This design comes from an exercise in tuning for small area on the open sky130 flow, not from production work.
Only simulation tests tie the RTL to the original design; equivalence was not proved.
Power and IR drop assume default switching activity.

==> design/flow/design.v <==
package core_pkg;
    localparam int XLEN       = 32;
    localparam int NUM_REGS   = 16;
    localparam int REG_AW     = 4;
    localparam int DMEM_WORDS = 16;
    localparam int DMEM_AW    = 4;
    localparam int COND_MSB     = 31;
    localparam int COND_LSB     = 28;
    localparam int TYPE_MSB     = 27;
    localparam int TYPE_LSB     = 26;
    localparam int IMM_FLAG_BIT = 25;
    localparam int OPC_MSB      = 24;
    localparam int OPC_LSB      = 21;
    localparam int LOAD_BIT     = 20;
    localparam int RN_LSB       = 16;
    localparam int RD_LSB       = 12;
    localparam int RM_LSB       = 0;
    localparam int IMM8_WIDTH   = 8;
    localparam int OFFSET_WIDTH = 24;    
    localparam logic [1:0] TYPE_DATA       = 2'b00;
    localparam logic [1:0] TYPE_LOAD_STORE = 2'b01;
    localparam logic [1:0] TYPE_BRANCH     = 2'b10;
    localparam logic [3:0] OPC_AND  = 4'b0000;
    localparam logic [3:0] OPC_ANDS = 4'b0001;
    localparam logic [3:0] OPC_SUB  = 4'b0010;
    localparam logic [3:0] OPC_SUBS = 4'b0011;
    localparam logic [3:0] OPC_ADD  = 4'b0100;
    localparam logic [3:0] OPC_LSL  = 4'b1101;
    localparam logic [1:0] STATUS_UPDATE = 2'b11;    
    localparam logic [3:0] COND_NE = 4'b0001;
    localparam logic [3:0] COND_LE = 4'b1101;    
    localparam logic [3:0] COND_AL = 4'b1110;
    typedef enum logic [1:0] {
        ALU_AND = 2'b00,
        ALU_ADD = 2'b01,
        ALU_SUB = 2'b10,
        ALU_LSL = 2'b11
    } alu_op_t;
endpackage
`timescale 1ns/1ps
import core_pkg::*;
module reg_file (
    input  logic              clk,
    input  logic              rst_n,
    input  logic              rd_en_a,      
    input  logic [REG_AW-1:0] rd_addr_a,
    input  logic [REG_AW-1:0] rd_addr_b,
    input  logic              wr_enable,
    input  logic [REG_AW-1:0] wr_addr,
    input  logic [XLEN-1:0]   wr_data,      
    output logic [XLEN-1:0]   rd_data_a,
    output logic [XLEN-1:0]   rd_data_b
);
    logic [XLEN-1:0] regs [NUM_REGS];
    for (genvar i = 0; i < NUM_REGS; i++) begin : g_row
        always_ff @(posedge clk) begin
            if (!rst_n || (wr_enable && wr_addr == REG_AW'(i)))
                regs[i] <= wr_data;
        end
    end
    always_comb begin
        rd_data_a = '0;
        rd_data_b = '0;
        for (int i = 0; i < NUM_REGS; i++) begin
            rd_data_a = rd_data_a | (regs[i] & {XLEN{rd_en_a && rd_addr_a == REG_AW'(i)}});
            rd_data_b = rd_data_b | (regs[i] & {XLEN{rd_addr_b == REG_AW'(i)}});
        end
    end
endmodule
`timescale 1ns/1ps
import core_pkg::*;
module memory_stage (
    input  logic               clk,
    input  logic               rst_n,
    input  logic               wr_enable,
    input  logic [DMEM_AW-1:0] wr_addr,
    input  logic [XLEN-1:0]    wr_data,     
    input  logic [DMEM_AW+1:0] rd_addr,     
    output logic [7:0]         rd_byte
);
    logic [XLEN-1:0] dmem [DMEM_WORDS];
    for (genvar i = 0; i < DMEM_WORDS; i++) begin : g_word
        always_ff @(posedge clk) begin
            if (!rst_n || (wr_enable && wr_addr == DMEM_AW'(i)))
                dmem[i] <= wr_data;
        end
    end
    always_comb begin
        rd_byte = '0;
        for (int i = 0; i < DMEM_WORDS; i++) begin
            for (int j = 0; j < 4; j++) begin
                rd_byte = rd_byte | (dmem[i][8*j +: 8] & {8{rd_addr == (DMEM_AW+2)'(4*i + j)}});
            end
        end
    end
endmodule
`timescale 1ns/1ps
import core_pkg::*;
module core_top (
    input  logic                    clk,
    input  logic                    rst_n,
    input  logic                    instr_valid,
    input  logic [XLEN-1:0]         instruction,
    output logic                    wb_valid,
    output logic [REG_AW-1:0]       wb_reg,
    output logic [XLEN-1:0]         wb_data,
    output logic                    branch_taken,
    output logic [OFFSET_WIDTH-1:0] branch_offset,
    output logic                    flag_n,
    output logic                    flag_z
);
    logic [1:0]        op_type;
    logic [3:0]        opcode;
    logic [3:0]        cond;
    logic [REG_AW-1:0] f_rn, f_rd, f_rm;
    logic [7:0]        f_imm;
    logic              live, is_dp, is_ls, is_br;
    logic              n_wr, n_ld, n_st, n_s;
    logic [1:0]        n_br;
    assign op_type = instruction[TYPE_MSB:TYPE_LSB];
    assign opcode  = instruction[OPC_MSB:OPC_LSB];
    assign cond    = instruction[COND_MSB:COND_LSB];
    assign f_rn    = instruction[RN_LSB +: REG_AW];
    assign f_rd    = instruction[RD_LSB +: REG_AW];
    assign f_rm    = instruction[RM_LSB +: REG_AW];
    assign f_imm   = instruction[IMM8_WIDTH-1:0];
    assign live    = instr_valid && (instruction != '0);
    assign is_dp   = op_type == TYPE_DATA;
    assign is_ls   = op_type == TYPE_LOAD_STORE;
    assign is_br   = op_type == TYPE_BRANCH;
    always_comb begin
        n_wr = live && (is_dp || (is_ls && instruction[LOAD_BIT]));
        n_ld = live && is_ls &&  instruction[LOAD_BIT];
        n_st = live && is_ls && !instruction[LOAD_BIT];
        n_s  = live && is_dp && (opcode == OPC_ANDS || opcode == OPC_SUBS);
        n_br = 2'b00;
        if (live && is_br) begin
            case (cond)
                COND_NE: n_br = 2'b01;
                COND_LE: n_br = 2'b10;
                COND_AL: n_br = 2'b11;
                default: n_br = 2'b00;
            endcase
        end
    end
    logic [XLEN-1:0]    port_a, port_b, op2;
    logic [DMEM_AW+1:0] ls_addr;    
    logic               n_st_f, use_imm, n_and, n_sub;
    logic              e_wr, e_st;
    logic [REG_AW-1:0] e_rd;        
    logic [XLEN-1:0]   e_data;      
    logic [XLEN-1:0]   e_wdata;
    assign e_wdata = e_data & {XLEN{rst_n}};
    assign n_st_f  = is_ls && !instruction[LOAD_BIT];
    reg_file reg_file_i (
        .clk       (clk),
        .rst_n     (rst_n),
        .rd_en_a   (!is_br),
        .rd_addr_a (n_st_f ? f_rd : f_rn),
        .rd_addr_b (n_st_f ? f_rn : f_rm),
        .wr_enable (e_wr),
        .wr_addr   (e_rd),
        .wr_data   (e_wdata),
        .rd_data_a (port_a),
        .rd_data_b (port_b)
    );
    assign ls_addr = (n_st_f ? port_b[DMEM_AW+1:0] : port_a[DMEM_AW+1:0]) + f_imm[DMEM_AW+1:0];
    assign use_imm = is_br || (is_dp && instruction[IMM_FLAG_BIT]);
    assign op2     = use_imm ? (is_br ? {{(XLEN-OFFSET_WIDTH){1'b0}}, instruction[OFFSET_WIDTH-1:0]}
                                      : {{(XLEN-IMM8_WIDTH){1'b0}}, f_imm})
                             : port_b;
    assign n_and   = is_dp && (opcode == OPC_AND || opcode == OPC_ANDS);
    assign n_sub   = is_dp && (opcode == OPC_SUB || opcode == OPC_SUBS);
    logic              i_wr, i_ld, i_st, i_s, i_lsl, i_cin;
    logic [1:0]        i_br;
    logic [REG_AW-1:0] i_rd;        
    logic [XLEN-1:0]   i_a;         
    logic [XLEN-1:0]   i_b;
    always_ff @(posedge clk) begin
        if (!rst_n) begin
            i_wr <= 1'b0;
            i_ld <= 1'b0;
            i_st <= 1'b0;
            i_s  <= 1'b0;
            i_br <= 2'b00;
        end else begin
            i_wr <= n_wr;
            i_ld <= n_ld;
            i_st <= n_st;
            i_s  <= n_s;
            i_br <= n_br;
        end
    end
    always_ff @(posedge clk) begin
        i_lsl <= is_dp && opcode == OPC_LSL;
        i_cin <= n_sub;
        i_rd  <= n_st_f ? ls_addr[DMEM_AW+1:2] : f_rd;
        if (n_and)
            i_a <= port_a & op2;
        else if (is_ls && instruction[LOAD_BIT])
            i_a <= {port_a[XLEN-1:DMEM_AW+2], ls_addr};
        else
            i_a <= port_a;
        if (n_and || n_st_f)
            i_b <= '0;
        else
            i_b <= op2 ^ {XLEN{n_sub}};
    end
    logic [XLEN-1:0] alu, sum;
    logic            cond_pass;
    logic [7:0]      ld_byte;
    assign sum = i_a + i_b + XLEN'(i_cin);
    assign alu = i_lsl ? (i_a << i_b[4:0]) : sum;
    always_comb begin
        case (i_br)
            2'b01:   cond_pass = !flag_z;
            2'b10:   cond_pass = flag_z || flag_n;
            2'b11:   cond_pass = 1'b1;
            default: cond_pass = 1'b0;
        endcase
    end
    memory_stage memory_stage_i (
        .clk       (clk),
        .rst_n     (rst_n),
        .wr_enable (e_st),
        .wr_addr   (e_rd),
        .wr_data   (e_wdata),
        .rd_addr   (i_a[DMEM_AW+1:0]),
        .rd_byte   (ld_byte)
    );
    always_ff @(posedge clk) begin
        if (!rst_n) begin
            e_wr         <= 1'b0;
            e_st         <= 1'b0;
            branch_taken <= 1'b0;
            flag_n       <= 1'b0;
            flag_z       <= 1'b0;
        end else begin
            e_wr         <= i_wr;
            e_st         <= i_st;
            branch_taken <= cond_pass;
            if (i_s) begin
                flag_n <= alu[XLEN-1];
                flag_z <= (alu == '0);
            end
        end
    end
    always_ff @(posedge clk) begin
        e_rd <= i_rd;
        e_data <= i_ld ? {{(XLEN-8){1'b0}}, ld_byte} : alu;
    end
    assign branch_offset = e_data[OFFSET_WIDTH-1:0];
    always_ff @(posedge clk) begin
        if (!rst_n) wb_valid <= 1'b0;
        else        wb_valid <= e_wr;
    end
    always_ff @(posedge clk) begin
        wb_reg  <= e_rd;
        wb_data <= e_data;
    end
endmodule
==> design/flow/flow/run.sh <==
#!/bin/bash
# Own layout flow: the standard ORFS flow with
#  - the standard synthesis script, except that ABC maps for area
#    (flow/abc_area.script) and adders use Yosys's default carry lookahead
#    instead of the Kogge-Stone map; flip-flops are mapped exactly as in the
#    standard synthesis (dfflibmap runs before ABC and ABC never sees them);
#  - smaller port buffers and a clock tree without dummy loads.
# Every tool's output goes to a log file in this folder (and ORFS's own logs
# under orfs/logs).
set -euo pipefail
W=$PWD
F=$W/flow

# Synthesis script: synth_recipe.tcl with ABC and synth wrapped.
{
  cat <<TCL
proc abc {args} {
  set i [lsearch -exact \$args -script]
  if {\$i >= 0} { set args [lreplace \$args [expr {\$i+1}] [expr {\$i+1}] $F/abc_area.script] }
  puts "own flow abc: \$args"
  yosys abc {*}\$args
}
proc synth {args} {
  set i [lsearch -glob \$args *lcu_kogge_stone.v]
  if {\$i > 0} { set args [lreplace \$args [expr {\$i-1}] \$i] }
  puts "own flow synth: \$args"
  yosys synth -nofsm -noshare {*}\$args
}
TCL
  tail -n +2 $W/synth_recipe.tcl
} > $W/own_synth.tcl

CTS="-sink_clustering_enable -repair_clock_nets -dont_use_dummy_load"
if [[ -f $F/cts_args ]]; then CTS=$(cat $F/cts_args); fi
EXTRA=()
if [[ -f $F/extra_vars ]]; then mapfile -t EXTRA < $F/extra_vars; fi

make -C "$FLOW_HOME" DESIGN_CONFIG=$W/config.mk WORK_HOME=$W/orfs CLKGATE_MAP_FILE= \
  SYNTH_SCRIPT=$W/own_synth.tcl \
  "BUFFER_PORTS_ARGS=-buffer_cell sky130_fd_sc_hd__buf_1" \
  "CTS_ARGS=$CTS" "${EXTRA[@]}" \
  finish > $W/make_finish.log 2>&1

R=$W/orfs/results/$FLOW_PLATFORM/core_top/base
: # left out here: write the final layout as DEF
==> design/flow/flow/abc_area.script <==
&get -n
&st
&dch
&nf -a
&st
&syn2
&dch
&nf -a
&st
&dch -f
&nf -a
&st
&dch -f
&nf -a
&put
topo
dnsize -c
==> design/flow/flow/cts_args <==
-sink_clustering_enable -repair_clock_nets -dont_use_dummy_load -sink_clustering_size 26 -sink_clustering_max_diameter 100 -buf_list sky130_fd_sc_hd__clkbuf_16
==> design/flow/standard.sh <==
#!/bin/bash
# synth_recipe.tcl (not shown) runs the flow's synth.tcl, then flattens the netlist and writes it again
# the make line also repeats each setting of config.mk as NAME=value (left out here)
make -C /OpenROAD-flow-scripts/flow DESIGN_CONFIG=/design/flow/config.mk WORK_HOME=/design/flow/orfs CLKGATE_MAP_FILE= SYNTH_SCRIPT=/design/flow/synth_recipe.tcl "${@:-finish}"
==> design/flow/config.mk <==
export PLATFORM = sky130hd
export DESIGN_NAME = core_top
export DESIGN_NICKNAME = core_top
export VERILOG_FILES = /design/flow/design.v
export SDC_FILE = /design/flow/constraint.sdc
export NUM_CORES = 4
export LEC_CHECK = 0
export CAP_MARGIN = 20
export CORE_MARGIN = 2
export CORE_UTILIZATION = 40
export SLEW_MARGIN = 20
==> design/flow/constraint.sdc <==
create_clock -name core_clock -period 5.5 [get_ports {clk}]
set_input_delay 1.1000 -clock core_clock [delete_from_list [all_inputs] [get_ports {clk}]]
set_output_delay 1.1000 -clock core_clock [all_outputs]
set_load 0.01 [all_outputs]
==> run summary, run 1 <==
Placement:
- Detailed placement finished with a half-perimeter wire length of 112000 um.
- The number of buffer cells added on primary ports is 98.
- Before CTS, the worst setup slack after placement is -248 ps.
- The final weighted congestion in routability-driven placement is 0.975.

Critical path:
- In this design, the stage delay of the slowest critical-path cell is 410 ps.
- STA classifies the critical path startpoint as a flop.
- The slowest stage of the critical path belongs to the cell fa_1.
- STA classifies the critical path endpoint as a flop.
- The most numerous cell type found on the critical path is buf_4.
- The arrival time at the worst endpoint is 5790 ps.
- The maximum fanout count along the critical path is 2.
- For the worst setup path, the data required time is 6080 ps.
- The path type of the worst setup path is flop to flop.

Synthesis:
- The post-synthesis instance area is 46200 um^2.
- The cell type with the highest aggregate area in the netlist is edfxtp_1.
- The count of cell types in the netlist is 49.
- The synthesized design contains 1024 enable-type register cells.
- The number of register bits inferred by synthesis is 1178.
- Counting flops with an async set or reset pin after synthesis yields a share of 0%.
- Sorting the synthesized cells by area gives the leading types as edfxtp_1, dfxtp_1, a222oi_1.
- Among all flip-flop cells after synthesis, the most frequent one is edfxtp_1.
- A synthesized cell averages 15.3 um^2.
- Yosys printed 5 warnings.
- The top cell type's share of synthesized area is 66.5%.
- Summing the sequential cell areas from Yosys gives 73.2% of the chip area.
- Counting every instance in the synthesized netlist gives 3016.
- The most repeated cell in the gate-level netlist after synthesis is edfxtp_1.
- The commonest cells after synthesis are edfxtp_1, a222oi_1, nor2_1, nand2_1, a22oi_1.
- Synthesis produced a netlist with a net count of 3103.

Die:
- The count of pins on the block boundary is 99.
- The initial standard-cell utilization of the core is 40.4%.
- The row count is 124.
- The floorplan core area is 115000 um^2.
- The overall die width is 344 um.
- The area of the die is 118000 um^2.
- Measured along the y axis, the die boundary spans 344 um.

CTS:
- The cell at the root of the clock tree is clkbuf_16.
- At the later pin of the worst-skew pair, clock insertion delay measures 730 ps.
- Clock-pin slew was measured on the worst setup and hold paths at 110 ps.
- TritonCTS created 55 clock buffers.
- CTS saw 1178 sinks.
- The TritonCTS clock tree is built.
- The H-tree depth is 2.
- The clock passes through at most 3 buffers.

Timing:
- The minimum clock period is 5210 ps.
- Summed over all failing endpoints, the final setup total negative slack is 0 ps.
- For the pin with the worst max-slew slack, the measured transition is 1200 ps.
- Timing would allow up to 0.192 GHz.
- Setup violations remaining at the end of the flow were counted as 0.
- Measured against its own limit, the worst slew margin works out to 19.9%.
- The final count of pins violating max slew is 0.
- The final-report hold violation count is 0.
- Setup slack closes at 294 ps.
- The setup skew after layout is 82.6 ps.
- The worst hold margin is 350 ps.
- Setup repair after global routing left no endpoint under its margin.
- In the finished design, the share of the clock period the worst path needs comes to 94.6%.

Global route:
- The number of global-route vias before repair is 31.8k.
- The first global-routing pass estimated 253000 um of wire.
- Summed over all layers, the global routing overflow is 0.
- The number of antenna violations at the first check in global routing came to 13.
- For this run, the total global-route usage over all layers was measured as 30.7%.
- The pin count of the biggest net entering global routing is 55.

Detailed routing:
- Before antenna repair, the detailed router went through 14 iterations.
- Detailed routing inserted a total of 34.1k vias.
- In the routed design, unresolved DRC markers number 0.
- The final layout contains routed wiring with a total length of 186000 um.
- The per-cell routed wire length is 37.7 um.
- The detail route stage leaves a number of antenna-violating nets equal to 0.
- The count of routing violations after the opening detailed-route iteration is 8879.
- The vias per cell is 6.94.

Power and ir drop:
- The leakage power is 17.9 nW.
- The worst IR drop on VDD is 0.264 mV.
- The power per standard cell area is 417 nW/um^2.

Cells and area:
- The total number of nets in the final design is 3495.
- The largest registers in the layout are memory_stage_i.dmem: 512 flops, reg_file_i.regs: 512 flops.
- The post-route core utilization is 45.8%.
- From synthesis to final layout, the design area changed by 13.5%.
- After filler insertion, the fill cell instance count of the layout stands at 10.0k.
- Of the cells placed in the final design, the portion with a size suffix greater than 1 is 13.0%.

Hold path:
- The classification of the worst-slack hold path is flop to flop.

Run:
- The tool flagged a number of max-cap violations equal to 0.

Run status:
- The run finished with no timing, DRC or antenna violations.
[repair_timing]
| action | CTS | global route |
|---|---|---|
| pin swaps | 6 | 8 |
| cloned | 0 | 0 |
| setup buffers | 12 | 1 |
| setup endpoints to repair | 4 | 6 |
| hold endpoints to repair | 0 | 0 |
| gates resized for setup | 7 | 15 |
| hold buffers | 0 | 0 |
[cell type report]
| cell class | instances | area (um^2) | area share, % |
|---|---|---|---|
| Sequential cell | 1178 | 33800 | 64.5 |
| Timing Repair Buffer | 359 | 2340 | 4.47 |
| Antenna cell | 3 | 7.51 | 0.0143 |
| Clock buffer | 55 | 1380 | 2.62 |
| Tap cell | 1512 | 1890 | 3.61 |
| Inverter | 19 | 72.6 | 0.138 |
| Multi-Input combinational cell | 1795 | 12900 | 24.6 |
[cells by family after synthesis]
logic type                 synth area share, %
buffers and inverters                    0.544
xor gates and xnor gates                 0.947
adders and majority gates                 1.73
and+or+nand+nor                           7.69
AOI/OAI and AO/OA                         14.8
DFF                                       73.2
muxes                                     1.11
[metrics by stage]
step                      power [mW]  cells  area [um^2]
after detailed placement        17.3   4850        50900
final                           21.9   4921        52500
after CTS                       21.7   4917        52400
after global placement          17.2   4850        50900
after global routing            22.5   4920        52500
after floorplan                 14.9   3016        46200
[critical path, delay by kind of cell, from the launching register on]
family / cells / cell delay, ps
adder cells (fa/ha/maj): 3 / 1170
AND/OR/NAND/NOR: 3 / 250
AO/OA/AOI/OAI: 18 / 2550
flip-flops: 1 / 320
buffers and inverters: 8 / 790
[where the power goes]
part,internal [mW],switching (mW),leakage (nW)
sequential,12.0,0.939,11.8
combinational,1.26,3.15,5.50
clock,1.78,2.73,0.678
[placed cells by master (no fill, tap or decap), types with 25 or more instances in the layout]
cell,count
a22oi_1,191
nand3_1,70
mux2i_1,31
o21ai_4,32
nand4_1,94
a22o_1,39
nor2_2,37
dfxtp_1,151
a222oi_1,283
o21ai_0,57
ha_1,32
nor2_4,35
and2_1,25
nor2_1,176
buf_1,97
xnor2_1,45
clkbuf_16,55
buf_4,260
a21oi_1,104
a221oi_1,55
edfxtp_1,1024
nand2_1,243
[per-layer routing]
metal / GRT usage, % / vias up / share of wire, %
met4: 14.1 / 10 / 5.6
met3: 8.93 / 633 / 15
met1: 42.1 / 16723 / 37
li1: - / 13441 / -
met2: 45.1 / 3329 / 43
met5: 0 / - / 0.036
[worst paths after layout]
path              startpoint    endpoint  slack [ps]  cells after the start
setup / recovery       i_cin  e_data[28]         290                     32
hold / removal       i_rd[1]     e_rd[1]         350                      0
setup reg to reg       i_cin  e_data[28]         290                     32
hold reg to reg      i_rd[1]     e_rd[1]         350                      0
==> run 2, diff against run 1 <==
--- a/design/flow/config.mk
+++ b/design/flow/config.mk
@@ -9,3 +9,4 @@
 export CORE_MARGIN = 2
 export CORE_UTILIZATION = 40
+export PLACE_DENSITY = 0.75
 export SLEW_MARGIN = 20
==> run 2 against run 1 <==
  * Global-route usage down 0.91 points
  * Cell area down 0.18%
  * Total power down 0.55%
  * Largest power group unchanged
  * Highest routed layer unchanged
==> run summary, run 2 <==
Die:
- The count of pins on the block boundary came to 99 (unchanged).
- The row count is 124 (unchanged).
- The area of the die was 118000 um^2 (unchanged).
- The overall die width is 344 um (unchanged).
- The y dimension of the die is 344 um (unchanged).
- The initial standard-cell utilization of the core is 40.4% (unchanged).
- The floorplan core area is 115000 um^2 (unchanged).

Synthesis:
- The net count after synthesis came to 3103 (unchanged).
- The synthesized instance count is 3016 (unchanged).
- The number of enable-type register cells in the synthesized netlist is 1024 (unchanged).
- The cell type with the highest aggregate area in the netlist is edfxtp_1 (unchanged).
- The most repeated cell in the gate-level netlist after synthesis is edfxtp_1 (unchanged).
- The mean area per synthesized cell is 15.3 um^2 (unchanged).
- Most frequent cells after synthesis: edfxtp_1, a222oi_1, nor2_1, nand2_1, a22oi_1 (unchanged).
- The proportion of synthesized flip-flops having asynchronous set or reset is 0% (unchanged).
- The count of cell types in the netlist is 49 (unchanged).
- The predominant post-synthesis flop cell is edfxtp_1 (unchanged).
- The register area share after synthesis is 73.2% (unchanged).
- The post-synthesis instance area came to 46200 um^2 (unchanged).
- The number of register bits inferred by synthesis is 1178 (unchanged).
- The number of warnings issued by yosys is 5 (unchanged).
- The top cell type's share of synthesized area is 66.5% (unchanged).
- Largest cells by area after synthesis: edfxtp_1, dfxtp_1, a222oi_1 (unchanged).

Detailed routing:
- The number of antenna-violating nets in the routed design came to 0 (unchanged).
- The total DRC errors in the routed layout came to 0 (unchanged).
- The detailed-routing iteration count for the pre-antenna-repair pass is 13 (was 14).
- The vias per cell was 7.09 (was 6.94).
- The per-cell routed wire length was 36.9 um (was 37.7 um).
- The final wirelength came to 182000 um (was 186000 um).
- The count of routing violations after the opening detailed-route iteration came to 9686 (was 8879).
- The via total after detailed routing was 35.0k (was 34.1k).

Placement:
- The placed standard-cell area is 50900 um^2 (about the same).
- The final weighted congestion in routability-driven placement was 0.980 (was 0.975).
- The placed wire-length estimate after detailed placement is 110000 um (was 112000 um).
- The number of buffer cells added on primary ports was 98 (unchanged).
- The count of placed standard cells including taps is 4860 (was 4850).

Cells and area:
- The final standard cell count with taps included and fillers excluded came to 4929 (was 4921).
- The final cell area excluding filler cells is 52400 um^2 (was 52500 um^2).
- The final-layout fill cell count is 9810 (was 10.0k).
- The total number of nets in the final design was 3499 (was 3495).
- The signed area change from the synthesized netlist to the final layout is 13.3% (was 13.5%).
- Biggest registers after layout: memory_stage_i.dmem: 512 flops, reg_file_i.regs: 512 flops (unchanged).
- The most frequent standard cell in the layout excluding fill and tap cells is edfxtp_1 (unchanged).
- The fraction of layout cells with a size suffix above 1 is 12.3% (was 13.0%).
- Commonest non-fill, non-tap cells in the layout: edfxtp_1, a222oi_1, buf_4 (unchanged).

Power and ir drop:
- The power per standard cell area was 416 nW/um^2 (was 417 nW/um^2).
- The fraction of power consumed by sequential logic came to 59.8% (was 59.2%).
- The power spent charging and discharging nets was 6.79 mW (was 6.82 mW).
- The clock share of power is 19.8% (was 20.6%).
- The leakage power is 18.0 nW (was 17.9 nW).
- The worst IR drop on VDD is 0.226 mV (was 0.264 mV).
- The cell-internal power was 15.0 mW (was 15.1 mW).
- The total power of the final layout is 21.8 mW (was 21.9 mW).
- The combinational group share of total power came to 20.4% (was 20.2%).
- The switching share of power was 31.2% (about the same).

Critical path:
- The path type of the worst setup path was flop to flop (unchanged).
- The kind of start point of the critical path is a flop (unchanged).
- The maximum fanout count along the critical path is 3 (was 2).
- The cell repeated most along the worst path is a21o_1 (was buf_4).
- The arrival time at the worst endpoint is 5980 ps (was 5790 ps).
- The sort of element at the end of the critical path is a flop (unchanged).
- The worst stage delay on the critical path came to 360 ps (was 410 ps).
- The worst path required time is 6100 ps (was 6080 ps).
- The standard cell with the maximum stage delay on the critical path is dfxtp_4 (was fa_1).

Global route:
- The number of global-route vias before repair was 33.0k (was 31.8k).
- The pin count of the biggest net entering global routing was 55 (unchanged).
- The number of antenna violations at the first check in global routing came to 3 (was 13).
- The global route total overflow was 0 (unchanged).
- The global-route usage over all layers is 29.8% (was 30.7%).
- The global-route wire length before repair is 250000 um (was 253000 um).

Timing:
- The maximum clock frequency came to 0.186 GHz (was 0.192 GHz).
- RSZ-0062 raised after global routing: true (was false).
- The final count of pins violating max slew was 0 (unchanged).
- The total setup violations reported at the end of the flow was 0 (unchanged).
- The relative slew slack was 16.6% (was 19.9%).
- The final-report hold violation count is 0 (unchanged).
- The minimum clock period came to 5380 ps (was 5210 ps).
- The final total negative setup slack came to 0 ps (unchanged).
- The share of the clock period used by the worst path after layout came to 97.8% (was 94.6%).
- The slew at the pin closest to its max-slew limit came to 1250 ps (was 1200 ps).
- The setup skew after layout is 112 ps (was 82.6 ps).

CTS:
- The quantity of hold-fixing buffers added after cts is 0 (unchanged).
- The number of buffers on the longest clock path is 3 (unchanged).
- The clock-pin slew reported for the worst setup and hold paths after clock tree synthesis came to 100 ps (was 110 ps).
- The number of sinks driven by the clock tree was 1178 (unchanged).
- The H-tree depth is 2 (unchanged).
- The cell at the root of the clock tree was clkbuf_16 (unchanged).
- The total CTS buffers is 52 (was 55).
- The clock insertion delay at the later pin of the skew report is 710 ps (was 730 ps).
- The TritonCTS clock tree is built (unchanged).

Run status:
- Outcome: timing/DRC/antenna clean (unchanged).

Hold path:
- The classification of the worst-slack hold path is flop to flop (unchanged).

Run:
- The max-capacitance violation count is 0 (unchanged).
## run 2: cell counts after synthesis
Identical to the previous run, type by type.
## run 2: worst paths after layout
check / slack (ps) / depth (start not counted) / startpoint / endpoint
min: 290 / 0 / e_data[9] / wb_data[9]
min reg2reg: 290 / 0 / e_data[9] / wb_data[9]
max: 120 / 30 / i_b[0] / flag_z
max reg2reg: 120 / 30 / i_b[0] / flag_z
## run 2: cell families after synthesis
family / synth area share [%]
xor gates and xnor gates: 0.947
buffers and inverters: 0.544
adders and majority gates: 1.73
muxes: 1.11
DFF: 73.2
AOI/OAI and AO/OA: 14.8
and+or+nand+nor: 7.69
## run 2: metal layers
metal / up-vias / global-route usage [%] / routed length [um]
li1: 13454 / - / -
met1: 16529 / 37.7 / 57700
met2: 3989 / 43.7 / 75500
met3: 983 / 11.4 / 33800
met4: 6 / 17.1 / 14700
met5: - / 0.401 / 95
## run 2: power groups by stage
stage	Clock, mW	Sequential [mW]	Combinational, mW
floorplan	0	12.9	2.06
global placement	0	13.1	4.10
detailed placement	0	13.1	4.14
CTS	4.28	13.0	4.20
global route	4.56	13.1	4.58
finish	4.32	13.0	4.43
## run 2: repair_timing
item / in CTS / in global routing
pin swaps: 3 / 23
hold endpoints to repair: 0 / 0
endpoints found under the setup margin: 4 / 5
gates resized for setup: 5 / 18
buffers inserted: 6 / 3
## run 2: worst max-delay path, delay by kind of cell, from the launching register on
| family | cells | cell delay (ps) |
|---|---|---|
| XOR/XNOR | 1 | 150 |
| AND/OR/NAND/NOR | 4 | 420 |
| flip-flops | 1 | 360 |
| adder cells (fa/ha/maj) | 3 | 780 |
| AO/OA/AOI/OAI | 20 | 3410 |
| buffers and inverters | 2 | 200 |
## run 2: cell type report
| class | instances | area, um^2 | share of cell area, % |
|---|---|---|---|
| Clock buffer | 52 | 1300 | 2.49 |
| Inverter | 19 | 72.6 | 0.139 |
| Multi-Input combinational cell | 1795 | 12800 | 24.5 |
| Tap cell | 1512 | 1890 | 3.61 |
| Sequential cell | 1178 | 33800 | 64.6 |
| Antenna cell | 7 | 17.5 | 0.0335 |
| Timing Repair Buffer | 366 | 2410 | 4.60 |
## run 2: metrics by stage
stage / setup WS (ps) / util (%) / hold slack [ps]
floorplan: 49.8 / - / 310
global placement: -273 / 44.4 / 315
detailed placement: -292 / 44.4 / 324
CTS: 3.78 / 45.6 / 317
global route: -247 / 45.7 / 324
finish: 119 / 45.7 / 292
==> run 3, diff against run 2 <==
==> design/flow/flow/abc_area.script (replaced) <==
&get -n
&st
&dch
&nf -a
&st
&syn2
&dch
&nf -a
&st
&dch -f
&nf -a
&put
topo
dnsize -c
==> design/flow/flow/cts_args (replaced) <==
-sink_clustering_enable -repair_clock_nets -dont_use_dummy_load -sink_clustering_size 28 -sink_clustering_max_diameter 100 -buf_list sky130_fd_sc_hd__clkbuf_16
--- a/design/flow/config.mk
+++ b/design/flow/config.mk
@@ -8,5 +8,4 @@
 export CAP_MARGIN = 20
 export CORE_MARGIN = 2
-export CORE_UTILIZATION = 40
-export PLACE_DENSITY = 0.75
+export CORE_UTILIZATION = 30
 export SLEW_MARGIN = 20
==> run 3 against run 2 <==
  * Still clean on timing, DRC and antenna
  * Largest cell class unchanged
  * Synthesized cell count rose by 0.23%
  * Critical endpoint unchanged
  * Count of clock-buffer cells in the layout did not move
  * Critical path depth fell by 4
  * Total power rose by 1.2%
  * Highest routed layer unchanged
==> run summary, run 3 <==
Timing:
- The minimum clock period is 5190 ps (was 5380 ps).
- The maximum clock frequency is 0.193 GHz (was 0.186 GHz).
- The final-report hold violation count came to 0 (unchanged).
- The worst hold margin is 313 ps (was 292 ps).
- The final total negative setup slack came to 0 ps (unchanged).
- The setup skew after layout was 154 ps (was 112 ps).
- The slew at the pin closest to its max-slew limit is 1250 ps (about the same).
- The relative slew slack is 16.4% (was 16.6%).
- The total setup violations reported at the end of the flow is 0 (unchanged).
- The final count of pins violating max slew is 0 (unchanged).
- The share of the clock period used by the worst path after layout is 94.4% (was 97.8%).

Global route:
- The routing usage on met2 is 35.3% (was 43.7%).
- The global route total overflow is 0 (unchanged).
- The number of antenna violations at the first check in global routing came to 14 (was 3).
- The layer carrying the most global-route usage is met2 (unchanged).
- The global-route usage over all layers is 23.7% (was 29.8%).
- The met3 usage is 7.86% (was 11.4%).
- The met1 track demand over resource in global routing was 31.8% (was 37.7%).
- The pin count of the biggest net entering global routing is 43 (was 55).
- The global-route wire length before repair is 263000 um (was 250000 um).
- The number of global-route vias before repair is 32.4k (was 33.0k).

CTS:
- The clock-pin slew reported for the worst setup and hold paths after clock tree synthesis is 110 ps (was 100 ps).
- The clock insertion delay at the later pin of the skew report was 740 ps (was 710 ps).
- The cell at the root of the clock tree was clkbuf_16 (unchanged).
- The TritonCTS clock tree is built (unchanged).
- The quantity of hold-fixing buffers added after cts is 0 (unchanged).
- The number of sinks driven by the clock tree is 1178 (unchanged).
- The H-tree depth was 2 (unchanged).
- The number of buffers on the longest clock path is 3 (unchanged).
- The total CTS buffers is 52 (unchanged).

Synthesis:
- The xor-xnor portion of the synthesized cell area is 0.964% (was 0.947%).
- The dominant combinational cell family by area after synthesis is compound AO/OA/AOI/OAI gates (unchanged).
- The predominant post-synthesis flop cell is edfxtp_1 (unchanged).
- The synthesized instance count is 3023 (was 3016).
- The net count after synthesis came to 3110 (was 3103).
- The proportion of synthesized flip-flops having asynchronous set or reset was 0% (unchanged).
- The fraction of the mapped netlist area in adder cells is 1.73% (about the same).
- The number of register bits inferred by synthesis is 1178 (unchanged).
- The mux share of post-synthesis cell area came to 1.17% (was 1.11%).
- The register area share after synthesis is 73.0% (was 73.2%).
- The number of warnings issued by yosys was 5 (unchanged).
- The count of cell types in the netlist is 54 (was 49).
- Most frequent cells after synthesis: edfxtp_1, a222oi_1, nor2_1, nand2_1, a22oi_1 (unchanged).
- The cell type with the highest aggregate area in the netlist is edfxtp_1 (unchanged).
- The most repeated cell in the gate-level netlist after synthesis is edfxtp_1 (unchanged).
- The area fraction in compound gates after synthesis is 14.9% (was 14.8%).
- Largest cells by area after synthesis: edfxtp_1, dfxtp_1, a222oi_1 (unchanged).
- The post-synthesis instance area is 46300 um^2 (was 46200 um^2).
- The number of enable-type register cells in the synthesized netlist is 1024 (unchanged).
- The mean area per synthesized cell came to 15.3 um^2 (about the same).
- The simple-gate share of the synthesized area is 7.65% (was 7.69%).
- The top cell type's share of synthesized area is 66.4% (was 66.5%).

Cells and area:
- The most frequent standard cell in the layout excluding fill and tap cells was edfxtp_1 (unchanged).
- Commonest non-fill, non-tap cells in the layout: edfxtp_1, a222oi_1, buf_4 (unchanged).
- The signed area change from the synthesized netlist to the final layout came to 15.0% (was 13.3%).
- The final-layout fill cell count is 14.7k (was 9810).
- The post-route core utilization is 34.7% (was 45.7%).
- Biggest registers after layout: memory_stage_i.dmem: 512 flops, reg_file_i.regs: 512 flops (unchanged).
- The total number of nets in the final design is 3518 (was 3499).
- The fraction of layout cells with a size suffix above 1 was 13.1% (was 12.3%).

Die:
- The area of the die is 158000 um^2 (was 118000 um^2).
- The floorplan core area is 154000 um^2 (was 115000 um^2).
- The initial standard-cell utilization of the core is 30.1% (was 40.4%).
- The row count is 144 (was 124).
- The overall die width is 397 um (was 344 um).
- The y dimension of the die is 397 um (was 344 um).
- The count of pins on the block boundary is 99 (unchanged).

Power and ir drop:
- The worst IR drop on VDD is 0.224 mV (was 0.226 mV).
- The power per standard cell area is 413 nW/um^2 (was 416 nW/um^2).
- The total power of the final layout was 22.0 mW (was 21.8 mW).
- The leakage power is 18.1 nW (was 18.0 nW).

Critical path:
- The kind of start point of the critical path is a flop (unchanged).
- The standard cell with the maximum stage delay on the critical path is fa_1 (was dfxtp_4).
- The worst path required time was 6180 ps (was 6100 ps).
- The arrival time at the worst endpoint was 5870 ps (was 5980 ps).
- The worst stage delay on the critical path is 420 ps (was 360 ps).
- The maximum fanout count along the critical path came to 3 (unchanged).
- The path type of the worst setup path is flop to flop (unchanged).
- The worst reg2reg path depth is 26 (was 30).
- The sort of element at the end of the critical path is a flop (unchanged).
- The cell repeated most along the worst path is a21o_1 (unchanged).

Detailed routing:
- The via total after detailed routing was 34.3k (was 35.0k).
- The per-cell routed wire length was 35.5 um (was 36.9 um).
- The detailed-routing iteration count for the pre-antenna-repair pass is 14 (was 13).
- The count of routing violations after the opening detailed-route iteration is 8279 (was 9686).
- The number of antenna-violating nets in the routed design is 0 (unchanged).
- The total DRC errors in the routed layout came to 0 (unchanged).
- The final wirelength is 194000 um (was 182000 um).
- The vias per cell is 6.27 (was 7.09).

Placement:
- The placed wire-length estimate after detailed placement is 122000 um (was 110000 um).
- The final weighted congestion in routability-driven placement is 0.960 (was 0.980).
- The number of buffer cells added on primary ports is 98 (unchanged).

Run:
- The max-capacitance violation count is 0 (unchanged).

Hold path:
- The classification of the worst-slack hold path was flop to flop (unchanged).
- The depth of the worst hold-timing path is 0 (unchanged).

Run status:
- Outcome: timing/DRC/antenna clean (unchanged).
-- run 3: cells by family after synthesis --
logic type	after synthesis
AND/OR/NAND/NOR	787
multiplexers	52
adder cells (fa/ha/maj)	52
buffers and inverters	42
AO/OA/AOI/OAI	861
flip-flops	1178
XOR/XNOR	51
-- run 3: layout make-up --
class                   instances  area, um^2  share of cell area (%)
diodes                          5        12.5                  0.0235
clock buffers                  52        1300                    2.44
inverters                      18        68.8                   0.129
multi-input cells            1803       13000                    24.4
flip-flops and latches       1178       33800                    63.5
well taps                    2044        2560                    4.80
repair buffers                378        2510                    4.71
-- run 3: path summary, 6_finish.rpt --
check                           startpoint  slack [ps]           to
worst min-delay path            e_data[28]         310  wb_data[28]
worst max register to register      i_a[0]         310       flag_z
worst max-delay path                i_a[0]         310       flag_z
worst min register to register  e_data[28]         310  wb_data[28]
-- run 3: power by group --
group	switching, mW	internal (mW)	total [mW]
logic	3.33	1.28	4.62
registers	0.961	12.0	13.0
clock network	2.71	1.69	4.40
total	7.01	15.0	22.0
-- run 3: critical path, delay by kind of cell (launching register included) --
kind | cells | cell delay (ps)
buffers and inverters | 1 | 110
AND/OR/NAND/NOR | 4 | 630
AO/OA/AOI/OAI | 18 | 2930
flip-flops | 1 | 360
adder cells (fa/ha/maj) | 3 | 1190
-- run 3: what timing repair did --
action,CTS,global route
resized for setup,4,15
setup buffers,0,5
endpoints found under the setup margin,1,5
cloned,0,0
pin swaps,1,17
-- run 3: stage by stage --
step,cell area [um^2],instances,worst slack [ps]
after floorplan,46400,3023,124
after global placement,51900,5416,-188
after detailed placement,51900,5416,-161
after CTS,53200,5468,24.1
after global routing,53300,5474,-66.9
final,53300,5478,311
-- run 3: per-layer routing --
| layer | routed length, um | vias up |
|---|---|---|
| met5 | 14 | - |
| met4 | 9080 | 2 |
| met3 | 30400 | 568 |
| met2 | 83100 | 3326 |
| met1 | 71700 | 16964 |
| li1 | - | 13483 |

-- static timing again, ports no longer ideal --
No port has a modelled driver above. Below, the same layouts with a new extraction and two added sets of constraints. Step 1 sets driving cells, clkbuf_16 on the clock port and buf_2 on the other inputs (assumed; they add their load-dependent delay and slew). Step 2 also shifts input and output timing later by t, the mid clock arrival at the registers, as if the neighbouring blocks saw the same clock. a / b / c = ideal ports / drivers / drivers and shift; a / b = the first two.
| run | t, ns | setup WS [ns] | worst setup path after step 2 | latest minus earliest clock arrival (ns) |
|---|---|---|---|---|
| run 1 | 0.758 | 0.294 / 0.294 / 0.096 | input to register | 0.096 / 0.096 |
| run 2 | 0.722 | 0.119 / 0.119 / -0.451 | input to register | 0.117 / 0.117 |
| run 3 | 0.740 | 0.311 / 0.311 / -0.124 | input to register | 0.156 / 0.156 |
Met with ideal ports but missed after step 2: setup timing in run 2 and run 3. For run 2, which loses most, drivers alone change the setup slack by 0.000 ns; drivers and shift together by -0.570 ns.
